What follows belongs to an exercise in optimizing a design on an open flow for small area and a short achievable clock period; a production flow would make more cautious choices.
Only simulation tests tie the RTL to the original design; equivalence was not proved.
No activity file was given, so power comes from the tool's default toggle rates.

ember:
## alu_issue
module alu_issue #(
  parameter int IMEM_DEPTH  = 64,
  parameter int PC_W        = 6,
  parameter int HOLD_CYCLES = 4
) (
  input  logic            clk,
  input  logic            rst_n,
  input  logic            start,
  input  logic            prog_we,
  input  logic [PC_W-1:0] prog_addr,
  input  logic [28:0]     prog_data,
  input  logic            ovf_in,
  output logic [28:0]     inst,
  output logic            inst_valid,
  output logic [PC_W-1:0] pc,
  output logic            busy,
  output logic            done,
  output logic [15:0]     issue_cnt,
  output logic [7:0]      ovf_cnt
);
For scale: roughly 4,100 cells after synthesis, roughly 2,100 flip-flops, about 100 I/O pins.
make LEC_CHECK=0 CAP_MARGIN=20 CORE_MARGIN=2 CORE_UTILIZATION=72 CTS_CLUSTER_DIAMETER=80 CTS_CLUSTER_SIZE=25 SETUP_SLACK_MARGIN=3.3 SLEW_MARGIN=20 finish   # period 5.5 ns
run.sh (not shown) runs the stock make flow with config.mk's settings and CLKGATE_MAP_FILE= SYNTH_SCRIPT=/design/flow/synth_recipe.tcl, a recipe that flattens the netlist after the stock synthesis.
ember finished all stages; the layout is clean.
Modified inputs, nickel compared to ember
--- a/flow/config.mk
+++ b/flow/config.mk
@@ -8,7 +8,7 @@
 export CAP_MARGIN = 20
 export CORE_MARGIN = 2
-export CORE_UTILIZATION = 72
-export CTS_CLUSTER_DIAMETER = 80
-export CTS_CLUSTER_SIZE = 25
-export SETUP_SLACK_MARGIN = 3.3
+export CORE_UTILIZATION = 40
+export CTS_CLUSTER_DIAMETER = 100
+export CTS_CLUSTER_SIZE = 20
+export SETUP_SLACK_MARGIN = 3.0
 export SLEW_MARGIN = 20
--- outcome ---
Via count: nickel vs ember down about 5%. Reported for nickel and ember, share of the synthesized area in compound gates (AO/OA/AOI/OAI) turned out identical to the last digit. Diff ember -> nickel: I/O pin count roughly the same, instance area at placement has increased, worst setup slack went down by 0.10 ns, final instance area moved up. Summary — sequential share of layout area, nickel relative to ember: lower, by 0.99 points. Per the comparison of nickel with ember, detailed-routing iteration count for the pre-antenna-repair pass -3; antenna diode count shrank by 1; utilization down 35 points.
Relative to nickel, the following input files were edited for lagoon:
--- a/flow/config.mk
+++ b/flow/config.mk
@@ -8,7 +8,7 @@
 export CAP_MARGIN = 20
 export CORE_MARGIN = 2
-export CORE_UTILIZATION = 40
+export CORE_UTILIZATION = 65
 export CTS_CLUSTER_DIAMETER = 100
 export CTS_CLUSTER_SIZE = 20
-export SETUP_SLACK_MARGIN = 3.0
+export SETUP_SLACK_MARGIN = 3.1
 export SLEW_MARGIN = 20
[summary]
Of the two values seen for critical path endpoint, pf[9] was produced by lagoon and pf[6] by nickel.
Delta (lagoon minus nickel): die area lower; effective utilization at floorplan picked up an extra 25 points; cell area lower.
Compared with nickel, total power in lagoon decreased slightly.
Re simple-gate area share of the yosys netlist: no difference whatsoever between nickel and lagoon.
lagoon ended up with a lower share of the clock period used by the worst path after layout than nickel did.
On sequential share of power, lagoon and nickel are neck and neck.
Each of the runs, namely lagoon and nickel, reached the end of the flow and came out clean.
Register-to-register slack (lower): nickel
Relative to nickel, clock buffer instance count of the final layout has decreased by about 2% in lagoon.
lagoon vs nickel: final worst-path setup slack up in lagoon
Setup changes, lagoon to fjord
==> flow/flow/run.sh (new file) <==
#!/bin/bash
# The standard layout (the standard.sh: ORFS synthesis through finish, unchanged), except
# that the port buffers ORFS inserts before global placement are sky130_fd_sc_hd__buf_4 instead
# of the delay-type buffer buffer_ports picks by default. Every port still gets its buffer.
set -euo pipefail
export BUFFER_PORTS_ARGS="-buffer_cell sky130_fd_sc_hd__buf_4"
bash standard.sh > standard.log 2>&1
==> flow/standard.sh (new file) <==
#!/bin/bash
# synth_recipe.tcl (not shown) runs the flow's synth.tcl, then flattens the netlist and writes it again
# the make line also repeats each setting of config.mk as NAME=value (left out here)
make -C /OpenROAD-flow-scripts/flow DESIGN_CONFIG=/design/flow/config.mk WORK_HOME=/design/flow/orfs CLKGATE_MAP_FILE= SYNTH_SCRIPT=/design/flow/synth_recipe.tcl "${@:-finish}"
--- a/flow/config.mk
+++ b/flow/config.mk
@@ -8,7 +8,7 @@
 export CAP_MARGIN = 20
 export CORE_MARGIN = 2
-export CORE_UTILIZATION = 65
+export CORE_UTILIZATION = 40
 export CTS_CLUSTER_DIAMETER = 100
 export CTS_CLUSTER_SIZE = 20
-export SETUP_SLACK_MARGIN = 3.1
+export SETUP_SLACK_MARGIN = 3.0
 export SLEW_MARGIN = 20
removed: flow/run.sh
--- outcome ---
Fraction of power consumed by combinational cells came out lower on fjord than on lagoon. Between lagoon and fjord, the number of nets in the layout is higher for lagoon. In fjord relative to lagoon, x dimension of the die had gone up by more than a quarter. Final worst-path setup slack (fjord over lagoon): decrease, 0.13 ns. lagoon ended up with fewer cell instances than fjord did. In terms of power drawn by the sequential cells, lagoon and fjord differ only marginally.
Relative to fjord, the following input files were edited for xenon:
==> flow/run.sh (new file) <==
#!/bin/bash
# synth_recipe.tcl (not shown) runs the flow's synth.tcl, then flattens the netlist and writes it again
# the make line also repeats each setting of config.mk as NAME=value (left out here)
make -C /OpenROAD-flow-scripts/flow DESIGN_CONFIG=/design/flow/config.mk WORK_HOME=/design/flow/orfs CLKGATE_MAP_FILE= SYNTH_SCRIPT=/design/flow/synth_recipe.tcl finish
--- a/flow/config.mk
+++ b/flow/config.mk
@@ -8,7 +8,7 @@
 export CAP_MARGIN = 20
 export CORE_MARGIN = 2
-export CORE_UTILIZATION = 40
-export CTS_CLUSTER_DIAMETER = 100
-export CTS_CLUSTER_SIZE = 20
-export SETUP_SLACK_MARGIN = 3.0
+export CORE_UTILIZATION = 72
+export CTS_CLUSTER_DIAMETER = 80
+export CTS_CLUSTER_SIZE = 25
+export SETUP_SLACK_MARGIN = 3.1
 export SLEW_MARGIN = 20
removed: flow/flow/run.sh
removed: flow/standard.sh
## What came out
xenon: maximum cell stage delay along the critical path higher than fjord
Run comparison: xenon critical path launch point pf[6]; fjord critical path launch point hold_cnt[1]
In xenon relative to fjord, total power had gone down by a few percent.
Diff fjord -> xenon: area of the die shrank by 83,000 um2; net count of the finished layout comparable.
Between fjord and xenon, the adder-cell area share of the yosys netlist does not differ in any meaningful way.
xenon — data-path buffer share of cell area in the final layout 0.39 points higher, fjord as reference
A worst-path cell with the longest stage delay of edfxtp_1 is what xenon shows, while nor3_2 belongs to fjord.
Taking fjord as the reference, in xenon final-layout clock buffer total fell 21%; net switching share of the total power down 0.35 points.

==> re-timing with driven ports <==
How much do the figures lean on ideal ports? The routed layouts below were timed once more, with nothing changed but the port constraints. Step 1 (the two cells are an assumption about what drives the block):
set clk [get_ports {clk}]
set_driving_cell -lib_cell sky130_fd_sc_hd__clkbuf_16 $clk
set_driving_cell -lib_cell sky130_fd_sc_hd__buf_2 [delete_from_list [all_inputs] $clk]
Step 2 adds t to the input delays and takes it off the output delays; t is the mean of the earliest and latest rising clock arrival at the registers after step 1. Input paths then give back, and output paths get back, about the clock's delay inside the block. Slacks: no drivers / after step 1 / after step 2; pairs: no drivers / after step 1.
run	t (ns)	slack for setup (ns)	worst setup path at the end	latest minus earliest clock arrival (ns)
ember	0.786	3.084 / 3.013 / 2.598	input to register	0.034 / 0.034
nickel	0.855	2.983 / 2.928 / 2.336	input to register	0.084 / 0.083
lagoon	0.801	3.077 / 3.035 / 2.417	input to register	0.033 / 0.033
fjord	0.852	2.952 / 2.945 / 2.646	input to register	0.036 / 0.036
xenon	0.793	3.043 / 3.013 / 2.402	input to register	0.025 / 0.024
After both steps every run listed still meets setup and hold. For lagoon, which loses most, drivers alone change the setup slack by -0.042 ns; drivers and shift together by -0.660 ns.
